This is an optimization exercise on Yosys and OpenROAD, whose aim is small area, a short achievable clock period and few clock cycles, not a production implementation.
RTL that was checked went through simulation tests only; none was proved equivalent to the original.
The RTL of runs 5 and 6 was laid out without a check of its function.

## flow/design.v (module list and top-level ports; edited modules follow where they fit)
// module mul_unit: 971 lines
// module bignum_top: 508 lines
module bignum_top
(
    input  logic              i_clk,
    input  logic              i_rst_n,
    input  logic              i_req_valid,
    output logic              o_req_ready,
    input  logic [1:0]        i_req_op,
    input  logic [19:0]       i_req_a_addr,
    input  logic [19:0]       i_req_b_addr,
    input  logic [19:0]       i_req_dst_addr,
    input  logic [7:0]        i_req_a_len,
    input  logic [7:0]        i_req_b_len,
    output logic              o_rsp_valid,
    input  logic              i_rsp_ready,
    output logic [7:0]        o_rsp_len,
    output logic [19:0]       o_mem_addr,
    output logic              o_mem_we,
    output logic [15:0]       o_mem_wdata,
    input  logic [15:0]       i_mem_rdata
);
  // ...
==> flow/flow/run.sh <==
#!/bin/bash
# The standard layout flow (the standard.sh: the standard synthesis, then
# ORFS to the final layout with the same SDC and clock period), except that
# every input and output port gets a sky130_fd_sc_hd__buf_1 as its port
# buffer instead of the cell buffer_ports picks by default. Each tool's full
# output goes to its ORFS log under orfs/logs; make's output to standard.log.
set -euo pipefail
bash standard.sh "BUFFER_PORTS_ARGS=-buffer_cell sky130_fd_sc_hd__buf_1" SETUP_SLACK_MARGIN=5.4 finish > standard.log 2>&1
==> flow/standard.sh <==
#!/bin/bash
# synth_recipe.tcl (not shown) runs the flow's synth.tcl, then flattens the netlist and writes it again
# the make line also repeats each setting of config.mk as NAME=value (left out here)
make -C /OpenROAD-flow-scripts/flow DESIGN_CONFIG=/design/flow/config.mk WORK_HOME=/design/flow/orfs CLKGATE_MAP_FILE= SYNTH_SCRIPT=/design/flow/synth_recipe.tcl "${@:-finish}"
==> flow/config.mk <==
export PLATFORM = sky130hd
export DESIGN_NAME = bignum_top
export DESIGN_NICKNAME = bignum_top
export VERILOG_FILES = /design/flow/design.v
export SDC_FILE = /design/flow/constraint.sdc
export NUM_CORES = 4
export LEC_CHECK = 0
export ABC_AREA = 1
export ABC_CLOCK_PERIOD_IN_PS = 3000
export CAP_MARGIN = 20
export CORE_MARGIN = 5
export CORE_UTILIZATION = 40
export SETUP_SLACK_MARGIN = 5
export SLEW_MARGIN = 20
==> flow/constraint.sdc <==
create_clock -name core_clock -period 9.0 [get_ports {i_clk}]
set_input_delay 1.8000 -clock core_clock [delete_from_list [all_inputs] [get_ports {i_clk}]]
set_output_delay 1.8000 -clock core_clock [all_outputs]
set_load 0.01 [all_outputs]
==> results.py, run 1 <==
metrics = {
    "run_status": {
        "status": "timing/DRC/antenna clean",
    },
    "global_route": {
        "grt_pass1_wl_um": 122000,
        "grt_use_met3": 0.0481,
        "use_met1": 0.291,
    },
    "place": {
        "numPortBuffers": 144,
        "placed_area_um2": 28500,
    },
    "floorplanning": {
        "dieArea_um2": 73200,
        "die_w_um": 271,
    },
    "layout": {
        "stdcell_area_um2": 30700,
        "reg.largest.list": "q0: 32 flops, q1: 31 flops",
        "seq_share": 0.352,
        "post-route-util": 0.456,
        "largest_reg_flops": 32,
        "syn2layout_area_growth_pct": 12.9,
    },
    "clock_tree": {
        "cts_tree": "done",
        "htree_levels": 2,
        "post_cts_buffers": 12,
        "numCtsBuffers": 48,
    },
    "timing": {
        "setup_viol": 0,
        "fin_tns_setup_ns": 0,
        "rsz0062_at_grt": "yes",
    },
    "setup_path": {
        "arrival_ns": 4.01,
        "end_kind": "register",
        "worstSetupPathType": "register to register",
    },
    "detailed_routing": {
        "first_pass_iters": 6,
        "vias": 21648,
        "top_layer_used": "met5",
    },
    "logic_synthesis": {
        "syn_nets": 3570,
        "netlist_instances": 3197,
        "syn_area_um2": 27200,
    },
    "hold_path": {
        "hold_start": "x1[15]",
    },
}
Testbench counts, summed over its fixed seeds: cycles 11,716.
==> run 2: changes to the inputs <==
--- a/flow/flow/run.sh
+++ b/flow/flow/run.sh
@@ -7,2 +7,2 @@
 set -euo pipefail
-bash standard.sh "BUFFER_PORTS_ARGS=-buffer_cell sky130_fd_sc_hd__buf_1" SETUP_SLACK_MARGIN=5.4 finish > standard.log 2>&1
+bash standard.sh "BUFFER_PORTS_ARGS=-buffer_cell sky130_fd_sc_hd__buf_1" SETUP_SLACK_MARGIN=5.8 finish > standard.log 2>&1
==> run 2 against run 1 <==
- area after synthesis unchanged
- die area unchanged
- first-iteration DRC count increased by 5.0%
- utilization increased by 3.7 points
- flip-flop and latch count unchanged
- register-to-register slack about the same
- non-clock buffer count increased by 105
- synthesized cell count unchanged
- highest routed layer unchanged
==> results.py, run 2 <==
metrics = {
    "clock_tree": {
        "path_clk_slew_ns": 0.06,
        "cts_tree": "done",
        "numCtsBuffers": 47,
        "clk_latency_ns": 0.61,
        "cts-root-buf": "clkbuf_16",
        "cts.path.max_buffers": 3,
        "clock_sinks": 424,
        "hold_buffers": 0,
        "htree_levels": 2,
    },
    "detailed_routing": {
        "dr_wl_met3_um": 6580,
        "viasPerCell": 5.25,
        "wl_per_cell_um": 19.6,
        "vias": 22871,
        "met1Wirelength_um": 36900,
        "drt_wl_total_um": 85300,
        "met2WireLength_um": 38800,
        "first_pass_iters": 5,
        "drc": 0,
        "top_layer_used": "met5",
        "dr.first_iter.drc_count": 2079,
        "ant_nets": 0,
    },
    "floorplanning": {
        "die_w_um": 271,
        "fp.dieH_um": 271,
        "dieArea_um2": 73200,
        "initial_core_util": 0.404,
        "core_um2": 67300,
        "io_pins": 145,
        "row_count": 95,
    },
    "timing": {
        "hold_violations": 0,
        "slew_viol_final": 0,
        "min_period_ns": 3.65,
        "fmax_mhz": 274,
        "relSlewSlack": 0.322,
        "fin_tns_setup_ns": 0,
        "post-route-period-util": 0.406,
        "rsz0062_at_grt": "yes",
        "worst_slew_pin_slew_ns": 1.01,
        "skew_ns": 0.0551,
        "hold_ws_ns": 0.324,
        "setup_viol": 0,
    },
    "logic_synthesis": {
        "syn_area_um2": 27200,
        "synthTopCellsByCount": "636 x nand2_1, 545 x inv_1, 271 x nor2_1",
        "synthArstFlopShare": 0.0283,
        "synth-edff-count": 224,
        "syn_nets": 3570,
        "ys_types": 54,
        "synth.most_common_cell": "nand2_1",
        "syn_area_per_cell_um2": 8.50,
        "ys_warn_count": 1,
        "netlist_instances": 3197,
        "synth-seq-area-share": 0.397,
        "ys.flop_type": "edfxtp_1",
        "synth-seq-cells": 424,
        "synth.area.top_cells": "edfxtp_1 25%, dfxtp_1 14%, fa_1 10%",
        "synth_top_cell_by_area": "edfxtp_1",
        "synth_top_area_share": 0.248,
    },
    "run_status": {
        "status": "timing/DRC/antenna clean",
    },
    "layout": {
        "nets": 3813,
        "mostFrequentLayoutCells": "550 x nand2_1, 508 x inv_1, 258 x nor2_1",
        "mostFrequentLayoutCell": "nand2_1",
        "drive_gt1_frac": 0.184,
        "seqCellArea_um2": 10800,
        "largest_reg_flops": 32,
        "reg.largest.list": "q0: 32 flops, q1: 31 flops",
        "regMostFlops": "q0",
        "fill_cells": 6364,
        "syn2layout_area_growth_pct": 22.1,
        "multi_input_area_um2": 15500,
    },
    "place": {
        "hpwlAfterDp_um": 61500,
        "numPortBuffers": 144,
        "routabilityCongestion": 0.933,
    },
    "setup_path": {
        "path_cells": "buf_6 > nand2_8 > nand2_2 > o21ai_2 > inv_2 > fa_1 > fa_1 > inv_1 > ha_2 > inv_2 > fa_2 > or2_4 > a31oi_4 > ha_1 > o21ai_1 > o21ai_1",
        "crit_buf_inv": 4,
        "start_kind": "register",
        "arrival_ns": 4.01,
        "crit_fanout": 7,
        "worstSetupPathType": "register to register",
        "slowest_stage": "fa_1",
        "slowest_delay_ns": 0.55,
        "end_kind": "register",
        "required_ns": 9.36,
        "path_delay_family": "adder cells",
    },
    "flow_run": {
        "maxCapViolations": 0,
    },
    "global_route": {
        "grt.total_usage": 0.219,
        "grt_max_degree": 78,
        "grt_pass1_vias": 21610,
        "grt_pass1_wl_um": 127000,
        "antenna_found_initial": 7,
        "overflow": 0,
    },
    "hold_path": {
        "hold_class": "register to register",
    },
}
-- run 2: cell counts after synthesis --
No cell type changed its count.
-- run 2: path summary, 6_finish.rpt --
check | from | end | slack, ns | cells after the start
min reg2reg | x1[15] | x0[15] | 0.32 | 0
min | x1[15] | x0[15] | 0.32 | 0
max in group asynchronous | i_rst_n | cur[3] | 7.35 | 1
max | swap_q | kx[1] | 5.35 | 16
min in group asynchronous | i_rst_n | state[3] | 1.21 | 1
max reg2reg | swap_q | kx[1] | 5.35 | 16
-- run 2: cell families after synthesis --
kind of cell               Yosys count  share of synthesized area
xor gates and xnor gates           192                     0.0619
adders and majority gates          275                      0.166
DFF                                424                      0.397
buffers and inverters              685                     0.0961
and+or+nand+nor                   1154                      0.179
AOI/OAI and AO/OA                  467                      0.100
-- run 2: layout make-up --
class | count | area share
clock buffers | 62 | 0.0409
repair buffers | 283 | 0.0531
flip-flops and latches | 424 | 0.326
multi-input cells | 2090 | 0.468
clock inverters | 25 | 0.00683
repair inverters | 7 | 0.00143
well taps | 873 | 0.0329
diodes | 4 | 0.000302
inverters | 587 | 0.0705
-- run 2: through the flow --
step                      cells   util  setup WS (ns)  area [um2]
after global placement     4128  0.424           5.00       28500
final                      4355  0.493           5.35       33200
after global routing       4351  0.493           5.25       33200
after detailed placement   4128  0.424           4.96       28500
after floorplan            3197      -           5.38       27200
after CTS                  4281  0.465           5.27       31300
-- run 2: metal layers --
metal	global-route usage	vias to the layer above
met3	0.0377	200
met1	0.307	10937
met5	0	-
met2	0.354	972
li1	-	10756
met4	0.0550	6
-- run 2: repair_timing --
action,4_1_cts,5_1_grt
resized for setup,148,335
cloned,4,5
setup buffers,62,65
endpoints found under the setup margin,122,95
pin swaps,29,133
==> run 3: changes to the inputs <==
--- a/flow/flow/run.sh
+++ b/flow/flow/run.sh
@@ -7,2 +7,2 @@
 set -euo pipefail
-bash standard.sh "BUFFER_PORTS_ARGS=-buffer_cell sky130_fd_sc_hd__buf_1" SETUP_SLACK_MARGIN=5.8 finish > standard.log 2>&1
+bash standard.sh "BUFFER_PORTS_ARGS=-buffer_cell sky130_fd_sc_hd__buf_1" SETUP_SLACK_MARGIN=6.2 finish > standard.log 2>&1
==> run 3 against run 2 <==
- die area unchanged
- count of clock-buffer cells in the layout is 3 lower
- utilization rose by 4.4 points
- flip-flop and latch count stayed put
- sequential share of layout area fell by 2.4 points
- synthesized cell count unchanged
- non-clock buffer count is 103 higher
- cell count is 2.4% higher
- critical path depth rose by 1
- largest cell class unchanged
- highest routed layer unchanged
==> results.py, run 3 <==
metrics = {
    "run_status": {
        "status": "timing/DRC/antenna clean",
    },
    "setup_path": {
        "ff2ff_path_depth": 17,
        "crit_fanout": 13,
        "r2r_slack_ns": 5.33,
        "r2r_end": "kx[1]",
        "reg2reg_from": "swap_q",
        "end_kind": "register",
        "start_kind": "register",
        "arrival_ns": 4.04,
        "worstSetupPathType": "register to register",
        "required_ns": 9.37,
    },
    "logic_synthesis": {
        "syn_area_per_cell_um2": 8.50,
        "syn_area_um2": 27200,
        "synth-seq-cells": 424,
        "synthTopCellsByCount": "636 x nand2_1, 545 x inv_1, 271 x nor2_1",
        "synth.area.top_cells": "edfxtp_1 25%, dfxtp_1 14%, fa_1 10%",
        "synth_top_area_share": 0.248,
        "synth-edff-count": 224,
        "syn_nets": 3570,
        "synth_top_cell_by_area": "edfxtp_1",
        "ys.flop_type": "edfxtp_1",
        "synth.most_common_cell": "nand2_1",
        "ys_types": 54,
        "synth-seq-area-share": 0.397,
        "synthArstFlopShare": 0.0283,
        "ys_warn_count": 1,
        "netlist_instances": 3197,
    },
    "floorplanning": {
        "core_um2": 67300,
        "initial_core_util": 0.404,
        "fp.dieH_um": 271,
        "dieArea_um2": 73200,
        "io_pins": 145,
        "die_w_um": 271,
        "row_count": 95,
    },
    "place": {
        "routabilityCongestion": 0.919,
        "numPortBuffers": 144,
        "hpwlAfterDp_um": 61600,
        "pre_cts_slack_ns": 4.97,
    },
    "timing": {
        "min_period_ns": 3.67,
        "setup_viol": 0,
        "hold_ws_ns": 0.323,
        "fin_tns_setup_ns": 0,
        "setup_slack_ns": 5.33,
        "skew_ns": 0.0404,
        "slew_viol_final": 0,
        "fmax_mhz": 272,
        "rsz0062_at_grt": "yes",
        "relSlewSlack": 0.283,
        "worst_slew_pin_slew_ns": 1.08,
        "post-route-period-util": 0.408,
        "hold_violations": 0,
    },
    "layout": {
        "regMostFlops": "q0",
        "mostFrequentLayoutCell": "nand2_1",
        "mostFrequentLayoutCells": "484 x nand2_1, 440 x inv_1, 249 x nor2_1",
        "syn2layout_area_growth_pct": 32.9,
        "largest_reg_flops": 32,
        "drive_gt1_frac": 0.305,
        "nets": 3916,
        "reg.largest.list": "q0: 32 flops, q1: 31 flops",
    },
    "clock_tree": {
        "path_clk_slew_ns": 0.07,
        "cts_tree": "done",
        "cts.path.max_buffers": 3,
        "numCtsBuffers": 49,
        "clock_sinks": 424,
        "cts-root-buf": "clkbuf_16",
        "clk_latency_ns": 0.61,
        "htree_levels": 2,
        "hold_buffers": 0,
    },
    "detailed_routing": {
        "vias": 23565,
        "drt_wl_total_um": 90600,
        "dr.first_iter.drc_count": 2396,
        "viasPerCell": 5.28,
        "drc": 0,
        "ant_nets": 0,
        "wl_per_cell_um": 20.3,
        "first_pass_iters": 6,
    },
    "global_route": {
        "antenna_found_initial": 9,
        "grt_pass1_vias": 22827,
        "grt.total_usage": 0.229,
        "grt_pass1_wl_um": 132000,
        "grt_max_degree": 92,
        "overflow": 0,
    },
    "hold_path": {
        "holdPathStages": 0,
        "hold_start": "x1[3]",
        "hold_path_end": "x0[3]",
        "hold_class": "register to register",
    },
    "flow_run": {
        "maxCapViolations": 0,
    },
}
## run 3: cell counts after synthesis
Identical to the previous run, type by type.
## run 3: worst max path at each step
stage / slack, ns / from / to / cells past startpoint
detailed placement: 4.97 / mfirst / kx[1] / 15
floorplan: 5.38 / swap_q / kx[1] / 18
finish: 5.33 / swap_q / kx[1] / 17
CTS: 5.30 / swap_q / kx[1] / 17
global placement: 5.00 / swap_q / kx[1] / 17
global route: 5.16 / swap_q / kx[1] / 17
## run 3: area by class of cell
class                      count  area [um2]
sequential                   424       10900
clock buffer                  59        1360
tap                          873        1090
timing repair buffer         386        3050
clock inverter                33         370
multi-input combinational   2089       16800
fill                        5906       31200
timing repair inverter         6        55.1
inverter                     587        2440
antenna                        4        10.0
## run 3: what timing repair did
action | CTS | global route
resized for setup | 520 | 369
pin swaps | 161 | 206
setup buffers | 172 | 58
setup endpoints to repair | 225 | 192
cloned | 6 | 1
## run 3: routing by layer
layer,routed length [um],vias up,global-route usage
li1,-,11011,-
met1,36800,11262,0.303
met2,42400,1032,0.382
met3,7510,252,0.0444
met4,3840,8,0.0717
met5,59,-,0
## run 3: worst max-delay path, stage by stage, from the launching register on
cell and delay [ns]:
edfxtp_1 0.47, nand2_8 0.14, nand2_1 0.06, o21ai_1 0.07
inv_1 0.09, fa_1 0.48, fa_1 0.51, inv_1 0.04
ha_2 0.16, inv_2 0.05, fa_2 0.46, nand2_1 0.10
o21ai_1 0.08, o21ai_2 0.18, inv_1 0.06, ha_1 0.26
o21ai_1 0.12, o21ai_1 0.07
## run 3: kinds of logic after synthesis
| group | synth area share |
|---|---|
| AOI/OAI and AO/OA | 0.100 |
| adders and majority gates | 0.166 |
| buffers and inverters | 0.0961 |
| xor gates and xnor gates | 0.0619 |
| DFF | 0.397 |
| and+or+nand+nor | 0.179 |
## run 3: through the flow
step                      cells   util  instance area (um2)
after floorplan            3197      -                28300
after global placement     4126  0.435                29200
after detailed placement   4128  0.435                29300
after CTS                  4398  0.510                34300
after global routing       4459  0.537                36100
final                      4461  0.537                36100
==> run 4: changes to the inputs <==
--- a/flow/flow/run.sh
+++ b/flow/flow/run.sh
@@ -7,2 +7,2 @@
 set -euo pipefail
-bash standard.sh "BUFFER_PORTS_ARGS=-buffer_cell sky130_fd_sc_hd__buf_1" SETUP_SLACK_MARGIN=6.2 finish > standard.log 2>&1
+bash standard.sh "BUFFER_PORTS_ARGS=-buffer_cell sky130_fd_sc_hd__buf_1" finish > standard.log 2>&1
==> run 4 against run 3 <==
- setup slack got worse by 0.16 ns
- first-iteration DRC count fell by 21%
- wire length shrank 12%
- critical path type unchanged
- via count shrank 8.3%
- utilization shrank 8.6 points
==> results.py, run 4 <==
metrics = {
    "global_route": {
        "grt_pass1_wl_um": 121000,
        "overflow": 0,
        "grt.total_usage": 0.210,
        "grt_max_degree": 72,
        "grt_pass1_vias": 20756,
        "antenna_found_initial": 7,
    },
    "layout": {
        "largest_reg_flops": 32,
        "instances_no_fill": 4236,
        "multi_input_area_um2": 13800,
        "mostFrequentLayoutCells": "634 x nand2_1, 545 x inv_1, 271 x nor2_1",
        "stdcell_area_um2": 30300,
        "mostFrequentLayoutCell": "nand2_1",
        "fill_cells": 6681,
        "regMostFlops": "q0",
        "reg.largest.list": "q0: 32 flops, q1: 31 flops",
        "post-route-util": 0.451,
        "drive_gt1_frac": 0.0524,
        "seqCellArea_um2": 10800,
        "nets": 3688,
        "syn2layout_area_growth_pct": 11.6,
    },
    "place": {
        "hpwlAfterDp_um": 61100,
        "routabilityCongestion": 0.905,
        "numPortBuffers": 144,
        "pre_cts_slack_ns": 4.41,
        "post-place-cells": 4129,
        "placed_area_um2": 28500,
    },
    "logic_synthesis": {
        "synth-seq-cells": 424,
        "ys_warn_count": 1,
        "ys_types": 54,
        "synth.most_common_cell": "nand2_1",
        "synth-seq-area-share": 0.397,
        "synth_top_area_share": 0.248,
        "synthArstFlopShare": 0.0283,
        "netlist_instances": 3197,
        "syn_area_per_cell_um2": 8.50,
        "synth.area.top_cells": "edfxtp_1 25%, dfxtp_1 14%, fa_1 10%",
        "ys.flop_type": "edfxtp_1",
        "synthTopCellsByCount": "636 x nand2_1, 545 x inv_1, 271 x nor2_1",
        "synth_top_cell_by_area": "edfxtp_1",
        "syn_nets": 3570,
        "syn_area_um2": 27200,
        "synth-edff-count": 224,
    },
    "flow_run": {
        "maxCapViolations": 0,
    },
    "setup_path": {
        "slowest_delay_ns": 0.78,
        "end_kind": "register",
        "crit_top_cell": "fa_1",
        "worstSetupPathType": "register to register",
        "path_cells": "inv_1 > xor2_1 > fa_1 > fa_1 > inv_1 > fa_1 > fa_1",
        "required_ns": 9.46,
        "arrival_ns": 4.30,
        "start_kind": "register",
        "crit_fanout": 11,
        "slowest_stage": "edfxtp_1",
    },
    "detailed_routing": {
        "viasPerCell": 5.10,
        "wl_per_cell_um": 18.8,
        "ant_nets": 0,
        "drc": 0,
        "first_pass_iters": 6,
        "drt_wl_total_um": 79500,
        "dr.first_iter.drc_count": 1883,
        "vias": 21614,
    },
    "hold_path": {
        "hold_class": "register to register",
    },
    "timing": {
        "relSlewSlack": 0.305,
        "fin_tns_setup_ns": 0,
        "worst_slew_pin_slew_ns": 1.04,
        "slew_viol_final": 0,
        "skew_ns": 0.0323,
        "setup_slack_ns": 5.16,
        "hold_ws_ns": 0.325,
        "post-route-period-util": 0.426,
        "hold_violations": 0,
        "setup_viol": 0,
        "min_period_ns": 3.84,
        "fmax_mhz": 261,
        "rsz0062_at_grt": "no",
    },
    "clock_tree": {
        "clock_sinks": 424,
        "cts_tree": "done",
        "path_clk_slew_ns": 0.06,
        "cts-root-buf": "clkbuf_16",
        "hold_buffers": 0,
        "clk_latency_ns": 0.61,
        "htree_levels": 2,
        "cts.path.max_buffers": 3,
        "numCtsBuffers": 49,
    },
    "floorplanning": {
        "die_w_um": 271,
        "core_um2": 67300,
        "fp.dieH_um": 271,
        "io_pins": 145,
        "row_count": 95,
        "initial_core_util": 0.404,
        "dieArea_um2": 73200,
    },
    "run_status": {
        "status": "timing/DRC/antenna clean",
    },
}
[run 4: cells by family after synthesis]
family	share of synthesized area
simple gates	0.179
buf+inv	0.0961
compound gates	0.100
flops	0.397
fa+ha+maj	0.166
xor+xnor	0.0619
[run 4: final cells by class]
class | instances | share of cell area
Multi-Input combinational cell | 2089 | 0.457
Sequential cell | 424 | 0.356
Inverter | 587 | 0.0727
Clock buffer | 67 | 0.0464
Tap cell | 873 | 0.0360
Timing Repair Buffer | 164 | 0.0229
Clock inverter | 25 | 0.00887
Antenna cell | 7 | 0.000578
[run 4: repair_timing]
item                                    in CTS  in global routing
pin swaps                                    1                  2
gates cloned                                 1                  0
resized for setup                            4                 15
endpoints found under the setup margin       5                  4
setup buffers                                0                  7
[run 4: worst paths after layout]
check | endpoint | slack (ns) | cells past startpoint | startpoint
hold reg to reg | l3 | 0.33 | 0 | cur_last
min in group asynchronous | state[1] | 1.20 | 1 | i_rst_n
setup reg to reg | q1[19] | 5.16 | 7 | breg[7]
setup / recovery | q1[19] | 5.16 | 7 | breg[7]
hold / removal | l3 | 0.33 | 0 | cur_last
max in group asynchronous | state[2] | 7.36 | 1 | i_rst_n
[run 4: layer usage]
| metal | global-route usage | wire (um) |
|---|---|---|
| met4 | 0.0562 | 2250 |
| met2 | 0.337 | 35900 |
| met5 | 0 | 21 |
| met1 | 0.296 | 35600 |
| met3 | 0.0374 | 5720 |
[run 4: worst max-delay path: cells and delay by family, from the launching register on]
family | cells | cell delay, ns
buf+inv | 2 | 0.61
xor+xnor | 1 | 0.31
fa+ha+maj | 4 | 2.00
flops | 1 | 0.78
==> module bignum_top, before the edit <==
module bignum_top
(
    input  logic              i_clk,
    input  logic              i_rst_n,
    input  logic              i_req_valid,
    output logic              o_req_ready,
    input  logic [1:0]        i_req_op,
    input  logic [19:0]       i_req_a_addr,
    input  logic [19:0]       i_req_b_addr,
    input  logic [19:0]       i_req_dst_addr,
    input  logic [7:0]        i_req_a_len,
    input  logic [7:0]        i_req_b_len,
    output logic              o_rsp_valid,
    input  logic              i_rsp_ready,
    output logic [7:0]        o_rsp_len,
    output logic [19:0]       o_mem_addr,
    output logic              o_mem_we,
    output logic [15:0]       o_mem_wdata,
    input  logic [15:0]       i_mem_rdata
);
    typedef enum logic [3:0] {
        S_IDLE,
        S_NOP,   
        S_RESP,
        S_RA,    
        S_RB,    
        S_W,     
        S_BUB,   
        S_TW,    
        S_LB,    
        S_LX,    
        S_IT0,   
        S_IT1,   
        S_IT2,   
        S_FL     
    } state_e;
    localparam logic [1:0] B_A = 2'd0, B_B = 2'd1, B_D = 2'd2;
    localparam logic [1:0] O_X = 2'd0, O_Y = 2'd1, O_D = 2'd2, O_W = 2'd3;
    state_e      state, cur;
    logic        cur_j0, cur_last, cur_chunk0, cur_bz, cur_fl0, cur_xr, cur_p2;
    logic        we_f;                   
    logic [1:0]  sel_b, sel_o;           
    logic        sel_z;                  
    logic        sel_c;                  
    logic        ready_q;
    logic        rsp_q;
    logic        we_q;
    logic [19:0] addr_q;
    logic [15:0] wdata_q;
    logic [19:0] base_a, base_b, base_d;
    logic [7:0]  o_x, o_y, o_w;         
    logic        swap_q, mfirst;
    logic        is_sub, is_add;
    logic [7:0]  cnt_a, cnt_b, ylen;
    logic        a_z, a_o, b_z, b_o;      
    logic        elem0, was_ra, comp_q, carry_q, tw;
    logic [1:0]  k, lx, kx, fl;          
    logic        xr;                     
    logic        xc;                     
    logic        p2;                     
    logic        p2_3;                   
    logic        chunk0, j0, last_q;
    logic [15:0] x0, x1, x2;
    logic [15:0] r0, r1, r2;
    logic [15:0] breg;
    logic [7:0]  b_one, b_two;           
    logic [31:0] q0, q1;
    logic [15:0] rsel;                   
    logic        v3, l3;
    logic [1:0]  m3;
    logic [15:0] creg;
    assign o_req_ready = ready_q;
    assign o_rsp_valid = rsp_q;
    assign o_rsp_len   = o_w;       
    assign o_mem_addr  = addr_q;
    assign o_mem_we    = we_q;
    assign o_mem_wdata = wdata_q;
    logic        accept;
    logic        swap;
    state_e      n_state;
    logic        n_we;
    logic [1:0]  n_bsel, n_osel;
    logic        n_ozero;
    logic        n_oinc;
    logic [19:0] n_base;
    logic [7:0]  n_off;
    logic [19:0] n_addr;
    logic [1:0]  b_x, b_y;
    logic [7:0]  x_len, y_len;           
    logic        m1_valid;
    logic [1:0]  m1_slot;
    assign accept = i_req_valid && ready_q && (state == S_IDLE);
    assign swap   = (i_req_b_len < i_req_a_len);
    assign b_x    = swap_q ? B_B : B_A;
    assign b_y    = swap_q ? B_A : B_B;
    assign x_len  = (mfirst && swap_q) ? ylen : cnt_a;
    assign y_len  = (mfirst && swap_q) ? cnt_a : ylen;
    logic [1:0]  x_k1;
    function automatic logic [1:0] mod3(input logic [7:0] v);
        logic [3:0] t;
        t = {3'd0, v[0]} + {3'd0, v[2]} + {3'd0, v[4]} + {3'd0, v[6]}
          + {2'd0, v[1], 1'b0} + {2'd0, v[3], 1'b0} + {2'd0, v[5], 1'b0} + {2'd0, v[7], 1'b0};
        case (t)
            4'd0, 4'd3, 4'd6, 4'd9, 4'd12: mod3 = 2'd0;
            4'd1, 4'd4, 4'd7, 4'd10:        mod3 = 2'd1;
            default:                        mod3 = 2'd2;
        endcase
    endfunction
    assign x_k1 = (mod3(x_len) == 2'd0) ? 2'd3 : mod3(x_len);
    always_comb begin
        n_state = state;
        n_we    = 1'b0;
        n_bsel  = B_D;
        n_osel  = O_W;
        n_ozero = 1'b0;
        n_oinc  = 1'b0;
        case (state)
            S_IDLE: ;
            S_RESP: ;
            S_RA: begin
                if (!b_z) begin
                    n_state = S_RB;
                    n_bsel  = B_B;
                    n_osel  = O_Y;
                end else if (!elem0) begin
                    n_state = S_W;
                    n_we    = 1'b1;
                end else if (!a_o) begin
                    n_state = S_RA;
                    n_bsel  = B_A;
                    n_osel  = O_X;
                end else begin
                    n_state = S_BUB;
                end
            end
            S_RB: begin
                if (!elem0) begin
                    n_state = S_W;
                    n_we    = 1'b1;
                end else if (!a_z) begin
                    n_state = S_RA;
                    n_bsel  = B_A;
                    n_osel  = O_X;
                end else if (!b_o) begin
                    n_state = S_RB;
                    n_bsel  = B_B;
                    n_osel  = O_Y;
                end else begin
                    n_state = S_BUB;
                end
            end
            S_W: begin
                if (!a_z) begin
                    n_state = S_RA;
                    n_bsel  = B_A;
                    n_osel  = O_X;
                end else if (!b_z) begin
                    n_state = S_RB;
                    n_bsel  = B_B;
                    n_osel  = O_Y;
                end else begin
                    n_state = S_TW;
                    n_we    = 1'b1;
                end
            end
            S_BUB: begin
                n_state = S_TW;
                n_we    = 1'b1;
            end
            S_TW: begin
                if (tw) begin
                    n_state = S_TW;
                    n_we    = 1'b1;
                end else begin
                    n_state = S_RESP;
                end
            end
            S_LB: begin
                n_state = S_LX;
                n_bsel  = b_x;
                n_osel  = O_X;
            end
            S_LX: begin
                if (lx != 2'd1) begin
                    n_state = S_LX;
                    if (kx != 2'd0) begin
                        n_bsel = b_x;
                        n_osel = O_X;
                    end else if (p2) begin
                        n_bsel  = b_x;
                        n_osel  = O_X;
                        n_ozero = 1'b1;
                    end
                end else if (p2) begin
                    n_state = S_IT1;
                end else begin
                    n_state = S_IT0;
                    n_osel  = O_D;
                end
            end
            S_IT0: begin
                n_state = S_IT1;
                n_we    = !j0;
            end
            S_IT1: begin
                if (last_q && !p2) begin
                    n_state = S_FL;
                    n_we    = 1'b1;
                end else begin
                    n_state = S_IT2;
                    n_bsel  = b_y;
                    n_osel  = O_Y;
                end
            end
            S_IT2: begin
                if (!p2) begin
                    n_state = S_IT0;
                    n_osel  = O_D;
                    n_oinc  = 1'b1;
                end else begin
                    n_state = last_q ? S_FL : S_IT1;
                    n_we    = 1'b1;
                end
            end
            S_FL: begin
                if (fl != 2'd0) begin
                    n_state = S_FL;
                    n_we    = 1'b1;
                end else if (!a_z) begin
                    n_state = S_LB;
                    n_bsel  = b_y;
                    n_ozero = 1'b1;
                end else begin
                    n_state = S_RESP;
                end
            end
            default: n_state = S_IDLE;
        endcase
    end
    always_comb begin
        case (sel_b)
            B_A:     n_base = base_a;
            B_B:     n_base = base_b;
            default: n_base = base_d;
        endcase
        case (sel_o)
            O_X:     n_off = o_x;
            O_Y:     n_off = o_y;
            default: n_off = o_w;
        endcase
        if (sel_z) n_off = 8'd0;
        if (ready_q)
            n_addr = i_req_a_addr;
        else
            n_addr = n_base + {12'd0, n_off} + {19'd0, sel_c};
    end
    always_ff @(posedge i_clk or negedge i_rst_n) begin
        if (!i_rst_n) begin
            state   <= S_IDLE;
            cur     <= S_IDLE;
            we_f    <= 1'b0;
            ready_q <= 1'b1;
            rsp_q   <= 1'b0;
            we_q    <= 1'b0;
        end else begin
            if (accept) begin
                state   <= i_req_op[1] ? S_LB : S_RB;
                cur     <= i_req_op[1] ? S_NOP : S_RA;
                we_f    <= 1'b0;
                ready_q <= 1'b0;
                rsp_q   <= 1'b0;
                we_q    <= 1'b0;
            end else if (cur == S_RESP && i_rsp_ready) begin
                state   <= S_IDLE;
                cur     <= S_IDLE;
                we_f    <= 1'b0;
                ready_q <= 1'b1;
                rsp_q   <= 1'b0;
                we_q    <= 1'b0;
            end else begin
                state   <= n_state;
                cur     <= state;
                we_f    <= n_we;
                ready_q <= (state == S_IDLE);
                rsp_q   <= (state == S_RESP);
                we_q    <= we_f;
            end
        end
    end
    always_ff @(posedge i_clk) begin
        if (ready_q) begin
            sel_b <= (i_req_op[1] && swap) ? B_A : B_B;
            sel_o <= O_Y;
            sel_z <= i_req_op[1];
            sel_c <= 1'b0;
        end else begin
            sel_b <= n_bsel;
            sel_o <= n_osel;
            sel_z <= n_ozero;
            sel_c <= n_oinc;
        end
        cur_j0     <= j0;
        cur_last   <= last_q;
        cur_chunk0 <= chunk0;
        cur_bz     <= b_z;
        cur_fl0    <= (state == S_FL) && (fl == k);
        cur_xr     <= xr;
        cur_p2     <= p2;
    end
    always_ff @(posedge i_clk) begin
        addr_q <= n_addr;
        xr     <= !ready_q && (n_state == S_LX) && (n_osel == O_X);
        xc     <= !ready_q && (n_state == S_LX) && (n_osel == O_X) && !n_ozero;
        if (ready_q) begin
            base_a <= i_req_a_addr;
            base_b <= i_req_b_addr;
            base_d <= i_req_dst_addr;
            o_x    <= i_req_op[1] ? 8'd0 : 8'd1;
            o_y    <= i_req_op[1] ? 8'd1 : 8'd0;
            o_w    <= 8'd0;
            swap_q <= swap;
            is_sub <= (i_req_op == 2'd1);
            is_add <= (i_req_op == 2'd0);
            elem0  <= 1'b1;
            chunk0 <= 1'b1;
            mfirst <= 1'b1;
            if (i_req_op[1]) begin
                cnt_a  <= i_req_a_len;
                ylen   <= i_req_b_len;
            end else begin
                cnt_a  <= i_req_a_len - 8'd1;
                a_z    <= (i_req_a_len == 8'd1);
                a_o    <= (i_req_a_len == 8'd2);
                cnt_b  <= i_req_b_len;
                b_z    <= 1'b0;
                b_o    <= (i_req_b_len == 8'd1);
            end
        end else begin
            if (state != S_IDLE && state != S_RESP && !sel_z) begin
                case (sel_o)
                    O_X: o_x <= o_x + 8'd1;
                    O_Y: o_y <= o_y + 8'd1;
                    default: if (we_f) o_w <= o_w + 8'd1;
                endcase
            end
            case (state)
                S_RA: begin
                    cnt_a <= cnt_a - 8'd1;
                    a_z   <= a_o;
                    a_o   <= (cnt_a == 8'd2);
                    if (b_z) elem0 <= 1'b0;
                end
                S_RB: begin
                    cnt_b <= cnt_b - 8'd1;
                    b_z   <= b_o;
                    b_o   <= (cnt_b == 8'd2);
                    elem0 <= 1'b0;
                end
                S_W:   if (a_z && b_z) tw <= is_add;
                S_BUB: tw <= is_add;
                S_TW:  tw <= 1'b0;
                S_LB: begin
                    k      <= mfirst ? x_k1 : 2'd3;
                    kx     <= mfirst ? (x_k1 - 2'd1) : 2'd2;
                    p2     <= mfirst && (x_k1 == 2'd1);
                    lx     <= 2'd3;
                    cnt_a  <= x_len;
                    a_z    <= 1'b0;
                    a_o    <= (x_len == 8'd1);
                    ylen   <= y_len;
                    cnt_b  <= y_len;
                    last_q <= (y_len == 8'd1);
                    j0     <= 1'b1;
                    mfirst <= 1'b0;
                    o_w    <= o_x;
                end
                S_LX: begin
                    if (xc) begin
                        cnt_a <= cnt_a - 8'd1;
                        a_z   <= a_o;
                        a_o   <= (cnt_a == 8'd2);
                    end
                    if (lx != 2'd1 && kx != 2'd0) kx <= kx - 2'd1;
                    lx    <= lx - 2'd1;
                end
                S_IT1: fl <= k;
                S_IT2: begin
                    cnt_b  <= cnt_b - 8'd1;
                    last_q <= (cnt_b == 8'd2);
                    j0     <= 1'b0;
                end
                S_FL: begin
                    if (fl != 2'd0) fl <= fl - 2'd1;
                    else begin
                        o_y    <= 8'd1;
                        chunk0 <= 1'b0;
                    end
                end
                default: ;
            endcase
        end
    end
    logic [16:0] sum;
    assign sum = {1'b0, creg} + {1'b0, (is_sub ? ~breg : breg)} + {16'd0, carry_q};
    logic [31:0] mr0, mr1;
    logic [31:0] acc_r;
    logic [31:0] t1s, t1c, t2s, t2c;
    logic [31:0] acc;
    logic [15:0] lo, hi;
    mul_unit i_mul (
        .i_x   (x0),
        .i_y   (breg),
        .i_one (b_one),
        .i_two (b_two),
        .o_r0 (mr0),
        .o_r1 (mr1)
    );
    always_comb begin
        m1_valid = 1'b0;
        m1_slot  = 2'd0;
        case (cur)
            S_IT0: begin
                m1_valid = 1'b1;
                m1_slot  = 2'd0;
            end
            S_IT1: begin
                m1_valid = 1'b1;
                m1_slot  = cur_p2 ? 2'd0 : 2'd1;
            end
            S_IT2: begin
                m1_valid = !cur_p2;
                m1_slot  = 2'd2;
            end
            S_FL: begin
                m1_valid = cur_fl0 && !cur_p2;
                m1_slot  = 2'd2;
            end
            default: ;
        endcase
    end
    always_comb begin
        acc_r = {16'd0, rsel};
        t1s = q0 ^ q1 ^ acc_r;
        t1c = ((q0 & q1) | (acc_r & (q0 ^ q1))) << 1;
        t2s = t1s ^ t1c ^ {16'd0, creg};
        t2c = ((t1s & t1c) | ({16'd0, creg} & (t1s ^ t1c))) << 1;
        acc = t2s + t2c;
        lo  = acc[15:0];
        hi  = acc[31:16];
    end
    always_ff @(posedge i_clk) begin
        q0  <= mr0;
        q1  <= mr1;
        v3  <= m1_valid;
        m3  <= m1_slot;
        if (cur_j0) rsel <= 16'd0;
        else begin
            case (m1_slot)
                2'd0:    rsel <= r0;
                2'd1:    rsel <= r1;
                default: rsel <= r2;
            endcase
        end
        l3  <= cur_last;
        p2_3 <= cur_p2;
        x0 <= x1;
        x1 <= x2;
        x2 <= (cur == S_LX) ? (cur_xr ? i_mem_rdata : 16'd0) : x0;
        case (cur)
            S_RA: breg <= 16'd0;
            S_RB, S_LB, S_IT2: begin
                breg <= i_mem_rdata;
                for (int i = 0; i < 8; i++) begin
                    b_one[i] <= i_mem_rdata[2*i] ^ ((i == 0) ? 1'b0 : i_mem_rdata[2*i-1]);
                    b_two[i] <= (i_mem_rdata[2*i+1] & ~i_mem_rdata[2*i] & ((i == 0) ? 1'b1 : ~i_mem_rdata[2*i-1]))
                              | (~i_mem_rdata[2*i+1] & i_mem_rdata[2*i] & ((i == 0) ? 1'b0 : i_mem_rdata[2*i-1]));
                end
            end
            default: ;
        endcase
        was_ra <= (cur == S_RA);
        comp_q <= ((cur == S_RA) && cur_bz) || (cur == S_RB);
        if (cur == S_RA) creg <= i_mem_rdata;
        else if (cur == S_RB && !was_ra) creg <= 16'd0;
        else if (cur == S_IT0) creg <= cur_chunk0 ? 16'd0 : i_mem_rdata;
        else if (cur == S_IT1 && cur_p2) creg <= 16'd0;
        else if (v3) creg <= hi;
        if (v3) begin
            if (m3 == 2'd0 && p2_3) r0 <= hi;
            if (m3 == 2'd1) r0 <= lo;
            if (m3 == 2'd2) begin
                r1 <= lo;
                r2 <= hi;
            end
        end
        if (ready_q) carry_q <= (i_req_op == 2'd1);
        if (comp_q) begin
            wdata_q <= sum[15:0];
            carry_q <= sum[16];
        end else if (cur == S_W || cur == S_TW) begin
            wdata_q <= {15'd0, carry_q};
        end else if (v3 && (m3 == 2'd0 || l3)) begin
            wdata_q <= lo;
        end else if (cur == S_FL) begin
            wdata_q <= creg;
        end
    end
endmodule
==> run 5: changes to the inputs <==
--- a/flow/design.v
+++ b/flow/design.v
@@ -1068,3 +1068,4 @@
     assign y_len  = (mfirst && swap_q) ? cnt_a : ylen;
-    logic [1:0]  x_k1;
+    logic [1:0]  x_k1, a_k1, b_k1;
+    logic [1:0]  k1_q;                   
     function automatic logic [1:0] mod3(input logic [7:0] v);
@@ -1079,3 +1080,5 @@
     endfunction
-    assign x_k1 = (mod3(x_len) == 2'd0) ? 2'd3 : mod3(x_len);
+    assign a_k1 = (mod3(i_req_a_len) == 2'd0) ? 2'd3 : mod3(i_req_a_len);
+    assign b_k1 = (mod3(i_req_b_len) == 2'd0) ? 2'd3 : mod3(i_req_b_len);
+    assign x_k1 = k1_q;
     always_comb begin
@@ -1297,2 +1300,3 @@
             mfirst <= 1'b1;
+            k1_q   <= swap ? b_k1 : a_k1;
             if (i_req_op[1]) begin
--- a/flow/flow/run.sh
+++ b/flow/flow/run.sh
@@ -7,2 +7,2 @@
 set -euo pipefail
-bash standard.sh "BUFFER_PORTS_ARGS=-buffer_cell sky130_fd_sc_hd__buf_1" finish > standard.log 2>&1
+bash standard.sh "BUFFER_PORTS_ARGS=-buffer_cell sky130_fd_sc_hd__buf_1" SETUP_SLACK_MARGIN=5.4 finish > standard.log 2>&1
==> run 5 against run 4 <==
- count of clock-buffer cells in the layout increased by 2
- design area increased by 0.93%
- still clean on timing, DRC and antenna
- clock skew increased by 0.010 ns
- maximum frequency decreased by 3.8%
==> results.py, run 5 <==
metrics = {
    "floorplanning": {
        "initial_core_util": 0.401,
        "core_um2": 68200,
        "fp.dieH_um": 272,
        "row_count": 96,
        "io_pins": 145,
        "die_w_um": 272,
        "dieArea_um2": 73800,
    },
    "logic_synthesis": {
        "synth-edff-count": 226,
        "syn_area_per_cell_um2": 8.49,
        "synth_top_area_share": 0.248,
        "synth.most_common_cell": "nand2_1",
        "synth-seq-cells": 426,
        "synthTopCellsByCount": "626 x nand2_1, 556 x inv_1, 285 x nor2_1",
        "netlist_instances": 3225,
        "syn_nets": 3605,
        "synthArstFlopShare": 0.0282,
        "synth-seq-area-share": 0.396,
        "syn_area_um2": 27400,
        "ys.flop_type": "edfxtp_1",
        "ys_types": 57,
        "ys_warn_count": 1,
        "synth.area.top_cells": "edfxtp_1 25%, dfxtp_1 14%, fa_1 11%",
        "synth_top_cell_by_area": "edfxtp_1",
    },
    "timing": {
        "hold_violations": 0,
        "setup_viol": 0,
        "rsz0062_at_grt": "yes",
        "relSlewSlack": 0.274,
        "min_period_ns": 3.99,
        "fmax_mhz": 251,
        "skew_ns": 0.0428,
        "fin_tns_setup_ns": 0,
        "worst_slew_pin_slew_ns": 1.09,
        "post-route-period-util": 0.443,
        "slew_viol_final": 0,
    },
    "hold_path": {
        "holdPathStages": 0,
        "hold_start": "x1[3]",
        "hold_path_end": "x0[3]",
        "hold_class": "register to register",
    },
    "setup_path": {
        "path_cells": "buf_8 > fa_1 > fa_1 > ha_2 > fa_2 > inv_2 > or2_4 > a32oi_1 > inv_1 > o21ai_1 > o21ai_1",
        "ff2ff_path_depth": 8,
        "crit_fanout": 4,
        "start_kind": "input pin",
        "reg2reg_from": "b_one[4]",
        "end_kind": "register",
        "crit_buf_inv": 3,
        "slowest_stage": "fa_2",
        "worstSetupPathType": "input pin to register",
        "slowest_delay_ns": 0.55,
        "r2r_slack_ns": 5.54,
        "arrival_ns": 4.34,
        "path_delay_family": "adder cells",
        "required_ns": 9.35,
        "r2r_end": "q1[23]",
    },
    "layout": {
        "mostFrequentLayoutCells": "623 x nand2_1, 554 x inv_1, 282 x nor2_1",
        "mostFrequentLayoutCell": "nand2_1",
        "nets": 3728,
        "regMostFlops": "q0",
        "reg.largest.list": "q0: 32 flops, q1: 31 flops",
        "drive_gt1_frac": 0.0600,
        "stdcell_area_um2": 30600,
        "fill_cells": 6821,
        "largest_reg_flops": 32,
        "syn2layout_area_growth_pct": 11.8,
    },
    "clock_tree": {
        "clock_sinks": 426,
        "clk_latency_ns": 0.61,
        "path_clk_slew_ns": 0.06,
        "cts-root-buf": "clkbuf_16",
        "cts.path.max_buffers": 3,
        "htree_levels": 2,
        "numCtsBuffers": 48,
        "cts_tree": "done",
        "hold_buffers": 0,
    },
    "detailed_routing": {
        "ant_nets": 0,
        "drt_wl_total_um": 80000,
        "wl_per_cell_um": 18.7,
        "viasPerCell": 5.12,
        "first_pass_iters": 5,
        "vias": 21884,
        "drc": 0,
        "dr.first_iter.drc_count": 1817,
    },
    "global_route": {
        "overflow": 0,
        "grt_pass1_wl_um": 124000,
        "antenna_found_initial": 9,
        "grt_max_degree": 93,
        "grt_pass1_vias": 21351,
        "grt.total_usage": 0.213,
    },
    "flow_run": {
        "maxCapViolations": 0,
    },
    "place": {
        "hpwlAfterDp_um": 61100,
        "numPortBuffers": 144,
        "placed_area_um2": 28800,
        "routabilityCongestion": 0.926,
    },
    "run_status": {
        "status": "timing/DRC/antenna clean",
    },
}
-- run 5: changes by cell type after synthesis, sizes merged, moves of 4 or more --
cell,before,now
a21oi,109,122
nand2,645,632
nand3,120,130
a31oi,30,22
nor2,291,298
inv,563,569
xor2,183,177
o21bai,4,9
a21boi,6,2
fa,142,146
o21a,5,1
o221ai,17,13
xnor2,9,13
-- run 5: final cells by class --
class,instances,area [um2],share of cell area
diodes,5,12.5,0.000409
flip-flops and latches,426,10900,0.355
well taps,882,1100,0.0361
clock inverters,18,140,0.00458
inverters,591,2270,0.0743
multi-input cells,2112,14100,0.459
repair buffers,169,773,0.0253
clock buffers,69,1390,0.0455
-- run 5: logic make-up (layout without fill, tap and decap cells) --
group / after synthesis / after routing / synth area share
DFF: 426 / 426 / 0.396
AOI/OAI and AO/OA: 483 / 483 / 0.103
xor gates and xnor gates: 190 / 190 / 0.0608
other: 0 / 5 / 0
adders and majority gates: 282 / 282 / 0.169
buffers and inverters: 687 / 847 / 0.0952
and+or+nand+nor: 1157 / 1157 / 0.176
-- run 5: worst max path at each step --
stage	cells after the start	endpoint	startpoint	slack, ns
final	11	k1_q[0]	i_req_a_len[3]	5.01
after global routing	11	k1_q[0]	i_req_a_len[3]	4.88
after CTS	11	k1_q[0]	i_req_a_len[3]	5.03
after detailed placement	11	k1_q[0]	i_req_a_len[5]	4.24
after global placement	11	k1_q[0]	i_req_a_len[5]	4.29
after floorplan	10	k1_q[0]	i_req_a_len[5]	4.61
-- run 5: per-stage QoR --
stage	hold slack [ns]	instances	setup slack, ns	utilization
2_1_floorplan	0.310	3225	4.61	-
3_3_place_gp	0.310	4167	4.29	0.422
3_5_place_dp	0.312	4167	4.24	0.422
4_1_cts	0.324	4260	5.03	0.446
5_1_grt	0.331	4267	4.88	0.448
6_report	0.325	4272	5.01	0.449
-- run 5: metal layers --
layer,GRT usage,vias to the layer above,part of all wire
met3,0.0420,142,0.073
met4,0.0721,4,0.034
li1,-,10662,-
met1,0.286,10297,0.43
met5,0,-,0.00042
met2,0.346,779,0.46
-- run 5: what timing repair did --
| action | CTS | global route |
|---|---|---|
| gates cloned | 0 | 0 |
| buffers inserted | 6 | 7 |
| resized for setup | 20 | 32 |
| pin swaps | 14 | 3 |
| endpoints found under the setup margin | 27 | 42 |
==> run 6: changes to the inputs <==
--- a/flow/flow/run.sh
+++ b/flow/flow/run.sh
@@ -7,2 +7,2 @@
 set -euo pipefail
-bash standard.sh "BUFFER_PORTS_ARGS=-buffer_cell sky130_fd_sc_hd__buf_1" SETUP_SLACK_MARGIN=5.4 finish > standard.log 2>&1
+bash standard.sh "BUFFER_PORTS_ARGS=-buffer_cell sky130_fd_sc_hd__buf_1" SETUP_SLACK_MARGIN=5.7 finish > standard.log 2>&1
==> run 6 against run 5 <==
- critical path depth unchanged
- non-clock buffer count increased by 54
- clock skew increased by 0.00052 ns
- cell count increased by 1.4%
==> results.py, run 6 <==
metrics = {
    "run_status": {
        "status": "timing/DRC/antenna clean",
    },
    "timing": {
        "setup_slack_ns": 5.05,
        "setup_viol": 0,
        "fmax_mhz": 253,
        "post-route-period-util": 0.439,
        "skew_ns": 0.0433,
        "relSlewSlack": 0.254,
        "fin_tns_setup_ns": 0,
        "slew_viol_final": 0,
        "min_period_ns": 3.95,
        "rsz0062_at_grt": "yes",
        "worst_slew_pin_slew_ns": 1.12,
        "hold_violations": 0,
    },
    "setup_path": {
        "crit_fanout": 3,
        "arrival_ns": 4.31,
        "end_kind": "register",
        "required_ns": 9.35,
        "start_kind": "input pin",
        "worstSetupPathType": "input pin to register",
    },
    "floorplanning": {
        "fp.dieH_um": 272,
        "row_count": 96,
        "initial_core_util": 0.401,
        "dieArea_um2": 73800,
        "io_pins": 145,
        "die_w_um": 272,
        "core_um2": 68200,
    },
    "detailed_routing": {
        "wl_per_cell_um": 18.8,
        "drc": 0,
        "ant_nets": 0,
        "viasPerCell": 5.15,
        "vias": 22291,
        "dr.first_iter.drc_count": 1848,
        "first_pass_iters": 7,
        "drt_wl_total_um": 81200,
    },
    "logic_synthesis": {
        "synthXorXnorAreaFrac": 0.0608,
        "synth.most_common_cell": "nand2_1",
        "synth-edff-count": 226,
        "syn_area_per_cell_um2": 8.49,
        "synthArstFlopShare": 0.0282,
        "synth_top_cell_by_area": "edfxtp_1",
        "synth_simple_gate_area_frac": 0.176,
        "synth.mux.area_fraction": 0,
        "syn_nets": 3605,
        "synth_top_area_share": 0.248,
        "synth-seq-cells": 426,
        "synth_compound_area_frac": 0.103,
        "synth-seq-area-share": 0.396,
        "netlist_instances": 3225,
        "synth.area.top_cells": "edfxtp_1 25%, dfxtp_1 14%, fa_1 11%",
        "synthTopCellsByCount": "626 x nand2_1, 556 x inv_1, 285 x nor2_1",
        "ys_types": 57,
        "synth_top_family_by_area": "simple AND/OR/NAND/NOR gates",
        "ys.flop_type": "edfxtp_1",
        "synth_fa_ha_area_frac": 0.169,
        "syn_area_um2": 27400,
        "ys_warn_count": 1,
    },
    "layout": {
        "fill_cells": 6626,
        "reg.largest.list": "q0: 32 flops, q1: 31 flops",
        "mostFrequentLayoutCells": "598 x nand2_1, 530 x inv_1, 272 x nor2_1",
        "post-route-util": 0.466,
        "drive_gt1_frac": 0.115,
        "regMostFlops": "q0",
        "nets": 3788,
        "largest_reg_flops": 32,
        "syn2layout_area_growth_pct": 16.2,
        "mostFrequentLayoutCell": "nand2_1",
    },
    "clock_tree": {
        "hold_buffers": 0,
        "cts.path.max_buffers": 3,
        "numCtsBuffers": 47,
        "cts-root-buf": "clkbuf_16",
        "htree_levels": 2,
        "path_clk_slew_ns": 0.06,
        "clk_latency_ns": 0.61,
        "cts_tree": "done",
        "clock_sinks": 426,
    },
    "place": {
        "pre_cts_slack_ns": 4.28,
        "routabilityCongestion": 0.977,
        "hpwlAfterDp_um": 60300,
        "numPortBuffers": 144,
    },
    "global_route": {
        "grt_pass1_vias": 21618,
        "antenna_found_initial": 8,
        "overflow": 0,
        "grt_pass1_wl_um": 123000,
        "grt_max_degree": 75,
        "grt.total_usage": 0.211,
    },
    "flow_run": {
        "maxCapViolations": 0,
    },
    "hold_path": {
        "hold_class": "register to register",
    },
}
==> run 6: repair_timing <==
action / in CTS / in global routing
setup endpoints to repair: 74 / 73
pin swaps: 20 / 41
gates resized for setup: 103 / 127
buffers inserted: 31 / 35
endpoints found under the hold margin: 0 / 0
gates cloned: 0 / 7
==> run 6: worst paths after layout <==
path	from	endpoint	slack [ns]	cells after the start
max	i_req_a_len[1]	k1_q[0]	5.05	11
min	x2[2]	x1[2]	0.32	0
max reg2reg	cur[3]	creg[4]	5.61	8
min reg2reg	x2[2]	x1[2]	0.32	0
max in group asynchronous	i_rst_n	state[1]	7.37	1
min in group asynchronous	i_rst_n	we_q	1.21	1
==> run 6: layout make-up <==
class                   count  area (um2)  area share
diodes                      5        12.5    0.000393
clock buffers              64        1360      0.0429
clock inverters            20         213     0.00669
inverters                 591        2340      0.0737
multi-input cells        2112       14600       0.461
flip-flops and latches    426       10900       0.342
well taps                 882        1100      0.0347
repair buffers            223        1210      0.0381
repair inverters            7        42.5     0.00134
==> run 6: critical path, stage by stage <==
cell and delay (ns):
buf_8 0.10, fa_1 0.55, fa_1 0.43, ha_2 0.20, fa_1 0.52, inv_2 0.06, or2_4 0.22, a32oi_1 0.16
inv_1 0.07, o21ai_1 0.13, o21ai_1 0.07
==> run 6: cell families after synthesis <==
| family | count (synthesis) |
|---|---|
| DFF | 426 |
| adders and majority gates | 282 |
| xor gates and xnor gates | 190 |
| AOI/OAI and AO/OA | 483 |
| buffers and inverters | 687 |
| and+or+nand+nor | 1157 |
==> run 6: metal layers <==
layer	global-route usage	vias up	wire length, um
li1	-	10785	-
met3	0.0401	176	6450
met1	0.282	10510	34000
met4	0.0735	6	3240
met2	0.346	814	37500
met5	0	-	54
==> run 6: metrics by stage <==
step / cell area (um2) / hold WS, ns / instances
2_1_floorplan: 27400 / 0.310 / 3225
3_3_place_gp: 28800 / 0.310 / 4167
3_5_place_dp: 28800 / 0.312 / 4167
4_1_cts: 31000 / 0.322 / 4282
5_1_grt: 31800 / 0.329 / 4325
6_report: 31800 / 0.321 / 4330
==> run 7: changes to the inputs <==
--- a/flow/design.v
+++ b/flow/design.v
@@ -1070,10 +1070,17 @@
     logic [1:0]  k1_q;                   
+    function automatic logic [1:0] mod3n(input logic [3:0] n);
+        case (n)
+            4'd0, 4'd3, 4'd6, 4'd9, 4'd12, 4'd15: mod3n = 2'd0;
+            4'd1, 4'd4, 4'd7, 4'd10, 4'd13:       mod3n = 2'd1;
+            default:                              mod3n = 2'd2;
+        endcase
+    endfunction
     function automatic logic [1:0] mod3(input logic [7:0] v);
-        logic [3:0] t;
-        t = {3'd0, v[0]} + {3'd0, v[2]} + {3'd0, v[4]} + {3'd0, v[6]}
-          + {2'd0, v[1], 1'b0} + {2'd0, v[3], 1'b0} + {2'd0, v[5], 1'b0} + {2'd0, v[7], 1'b0};
-        case (t)
-            4'd0, 4'd3, 4'd6, 4'd9, 4'd12: mod3 = 2'd0;
-            4'd1, 4'd4, 4'd7, 4'd10:        mod3 = 2'd1;
-            default:                        mod3 = 2'd2;
+        logic [1:0] l, h;
+        l = mod3n(v[3:0]);
+        h = mod3n(v[7:4]);
+        case ({l, h})
+            4'b0000, 4'b0110, 4'b1001: mod3 = 2'd0;
+            4'b0001, 4'b0100, 4'b1010: mod3 = 2'd1;
+            default:                   mod3 = 2'd2;
         endcase
--- a/flow/flow/run.sh
+++ b/flow/flow/run.sh
@@ -7,2 +7,2 @@
 set -euo pipefail
-bash standard.sh "BUFFER_PORTS_ARGS=-buffer_cell sky130_fd_sc_hd__buf_1" SETUP_SLACK_MARGIN=5.7 finish > standard.log 2>&1
+bash standard.sh "BUFFER_PORTS_ARGS=-buffer_cell sky130_fd_sc_hd__buf_1" SETUP_SLACK_MARGIN=5.4 finish > standard.log 2>&1
==> run 7 against run 6 <==
- sequential share of layout area rose by 1.2 points
- critical path type is now register to register
- maximum frequency rose by 14%
- clock skew rose by 0.011 ns
- wire length barely moved
- setup slack improved by 0.49 ns
- non-clock buffer count fell by 54
- cell count fell by 0.14%
- count of clock-buffer cells in the layout rose by 2
- largest cell class unchanged
==> results.py, run 7 <==
metrics = {
    "global_route": {
        "grt_pass1_wl_um": 123000,
        "overflow": 0,
        "grt_max_degree": 62,
        "grt.total_usage": 0.212,
        "antenna_found_initial": 10,
        "grt_pass1_vias": 21267,
    },
    "logic_synthesis": {
        "synthTopCellsByCount": "699 x nand2_1, 561 x inv_1, 248 x nor2_1",
        "syn_area_per_cell_um2": 8.38,
        "synth.most_common_cell": "nand2_1",
        "ys.flop_type": "edfxtp_1",
        "syn_nets": 3644,
        "synth-seq-area-share": 0.395,
        "synth-edff-count": 226,
        "syn_area_um2": 27400,
        "synth-seq-cells": 426,
        "ys_types": 57,
        "synthArstFlopShare": 0.0282,
        "synth.area.top_cells": "edfxtp_1 25%, dfxtp_1 14%, fa_1 10%",
        "synth_top_cell_by_area": "edfxtp_1",
        "netlist_instances": 3274,
        "ys_warn_count": 1,
        "synth_top_area_share": 0.247,
    },
    "detailed_routing": {
        "drt_wl_total_um": 81200,
        "ant_nets": 0,
        "vias": 22175,
        "viasPerCell": 5.13,
        "dr.first_iter.drc_count": 1957,
        "first_pass_iters": 5,
        "drc": 0,
        "wl_per_cell_um": 18.8,
    },
    "layout": {
        "regMostFlops": "q0",
        "drive_gt1_frac": 0.0512,
        "largest_reg_flops": 32,
        "mostFrequentLayoutCell": "nand2_1",
        "reg.largest.list": "q0: 32 flops, q1: 31 flops",
        "post-route-util": 0.449,
        "mostFrequentLayoutCells": "697 x nand2_1, 559 x inv_1, 248 x nor2_1",
        "nets": 3766,
        "syn2layout_area_growth_pct": 11.8,
    },
    "floorplanning": {
        "fp.dieH_um": 272,
        "initial_core_util": 0.402,
        "die_w_um": 272,
        "io_pins": 145,
        "dieArea_um2": 74000,
        "row_count": 96,
        "core_um2": 68300,
    },
    "timing": {
        "fin_tns_setup_ns": 0,
        "setup_viol": 0,
        "post-route-period-util": 0.385,
        "rsz0062_at_grt": "no",
        "fmax_mhz": 288,
        "slew_viol_final": 0,
        "hold_violations": 0,
        "skew_ns": 0.0547,
        "worst_slew_pin_slew_ns": 1.03,
        "min_period_ns": 3.47,
        "relSlewSlack": 0.310,
    },
    "setup_path": {
        "end_kind": "register",
        "required_ns": 9.37,
        "crit_fanout": 5,
        "start_kind": "register",
        "arrival_ns": 3.84,
        "worstSetupPathType": "register to register",
    },
    "run_status": {
        "status": "timing/DRC/antenna clean",
    },
    "place": {
        "routabilityCongestion": 0.947,
        "hpwlAfterDp_um": 62400,
        "numPortBuffers": 144,
    },
    "clock_tree": {
        "htree_levels": 2,
        "cts-root-buf": "clkbuf_16",
        "clk_latency_ns": 0.64,
        "path_clk_slew_ns": 0.06,
        "hold_buffers": 0,
        "clock_sinks": 426,
        "numCtsBuffers": 48,
        "cts_tree": "done",
        "cts.path.max_buffers": 3,
    },
    "flow_run": {
        "maxCapViolations": 0,
    },
    "hold_path": {
        "hold_class": "register to register",
    },
}
==> run 7: final timing paths <==
kind,start,to,slack [ns],cells past startpoint
min,x1[6],x0[6],0.32,0
min reg2reg,x1[6],x0[6],0.32,0
max,q0[0],creg[7],5.53,19
max in group asynchronous,i_rst_n,rsp_q,7.30,1
max reg2reg,q0[0],creg[7],5.53,19
min in group asynchronous,i_rst_n,we_q,1.22,1
==> run 7: final cells by class <==
| type | count | area, um2 |
|---|---|---|
| Sequential cell | 426 | 10900 |
| Clock buffer | 66 | 1330 |
| Clock inverter | 24 | 283 |
| Timing Repair Buffer | 169 | 761 |
| Multi-Input combinational cell | 2158 | 14100 |
| Fill cell | 6704 | 37700 |
| Inverter | 593 | 2280 |
| Tap cell | 882 | 1100 |
| Antenna cell | 6 | 15.0 |
==> run 7: worst max-delay path: stages, from the launching register on <==
cell and delay (ns):
dfxtp_1 0.31, fa_1 0.42, inv_1 0.08, fa_1 0.41
inv_1 0.10, ha_4 0.18, inv_1 0.06, fa_1 0.46
inv_2 0.11, nand2_1 0.06, nand3_1 0.12, nand2_1 0.09
nand2_1 0.17, nand2_1 0.10, nand2_1 0.06, nand2_1 0.06
nand3_1 0.20, nand2_1 0.10, nand2_1 0.07, nand2_1 0.09
==> run 7: logic make-up (layout without fill, tap and decap cells) <==
kind of cell	count (synthesis)	count (layout)	synth area share
compound gates	497	497	0.105
xor+xnor	187	187	0.0597
fa+ha+maj	272	272	0.162
buf+inv	690	852	0.0957
flops	426	426	0.395
mux	2	2	0.000775
other cells	0	6	0
simple gates	1200	1200	0.182
==> run 7: timing repair <==
| item | CTS | global route |
|---|---|---|
| resized for setup | 3 | 25 |
| gates cloned | 0 | 0 |
| setup buffers | 3 | 8 |
| setup endpoints to repair | 28 | 44 |
==> run 7: routing by layer <==
metal / wire [um] / part of all wire / up-vias / GRT usage
met4: 2870 / 0.035 / 6 / 0.0685
met5: 35 / 0.00043 / - / 0
met1: 34200 / 0.42 / 10382 / 0.284
met2: 37300 / 0.46 / 786 / 0.347
li1: - / - / 10831 / -
met3: 6800 / 0.084 / 170 / 0.0452
==> run 7: metrics by stage <==
| stage | instance area, um2 | setup slack [ns] | std cells | hold WS (ns) |
|---|---|---|---|---|
| after floorplan | 27400 | 5.68 | 3274 | 0.310 |
| after global placement | 28800 | 5.31 | 4217 | 0.310 |
| after detailed placement | 28800 | 5.28 | 4217 | 0.312 |
| after CTS | 30500 | 5.40 | 4310 | 0.323 |
| after global routing | 30700 | 5.39 | 4320 | 0.330 |
| final | 30700 | 5.53 | 4324 | 0.322 |
Testbench counts of run 7, summed over its fixed seeds: cycles 11,716.

==> what the ideal ports hide <==
The results above use ideal ports. As a check the final layouts listed here were re-extracted and re-timed, cells and wires unchanged. Step 1, drivers: a clkbuf_16 drives i_clk and a buf_2 each remaining input, both assumed. Step 2 adds t to the input delays and takes it off the output delays; t is the mean of the earliest and latest rising clock arrival at the registers after step 1. Input paths then give back, and output paths get back, about the clock's delay inside the block. Three values: ideal, step 1, step 2; two values: the first two.
| run | t (ns) | setup slack, ns | worst register clock-pin slew, ns | pins driven straight from the clock port |
|---|---|---|---|---|
| run 1 | 0.643 | 5.357 / 5.357 / 5.357 | 0.07 / 0.07 | 1 |
| run 2 | 0.641 | 5.348 / 5.348 / 5.348 | 0.07 / 0.07 | 1 |
| run 3 | 0.655 | 5.327 / 5.327 / 5.327 | 0.07 / 0.07 | 1 |
| run 4 | 0.658 | 5.165 / 5.165 / 5.165 | 0.07 / 0.07 | 1 |
| run 5 | 0.657 | 5.011 / 5.035 / 4.378 | 0.07 / 0.07 | 1 |
| run 6 | 0.647 | 5.047 / 5.067 / 4.420 | 0.07 / 0.07 | 1 |
| run 7 | 0.669 | 5.532 / 5.495 / 5.319 | 0.07 / 0.07 | 1 |
After both steps setup and hold are still met in every run listed. For run 5, which loses most, drivers alone change the setup slack by +0.024 ns; drivers and shift together by -0.633 ns.
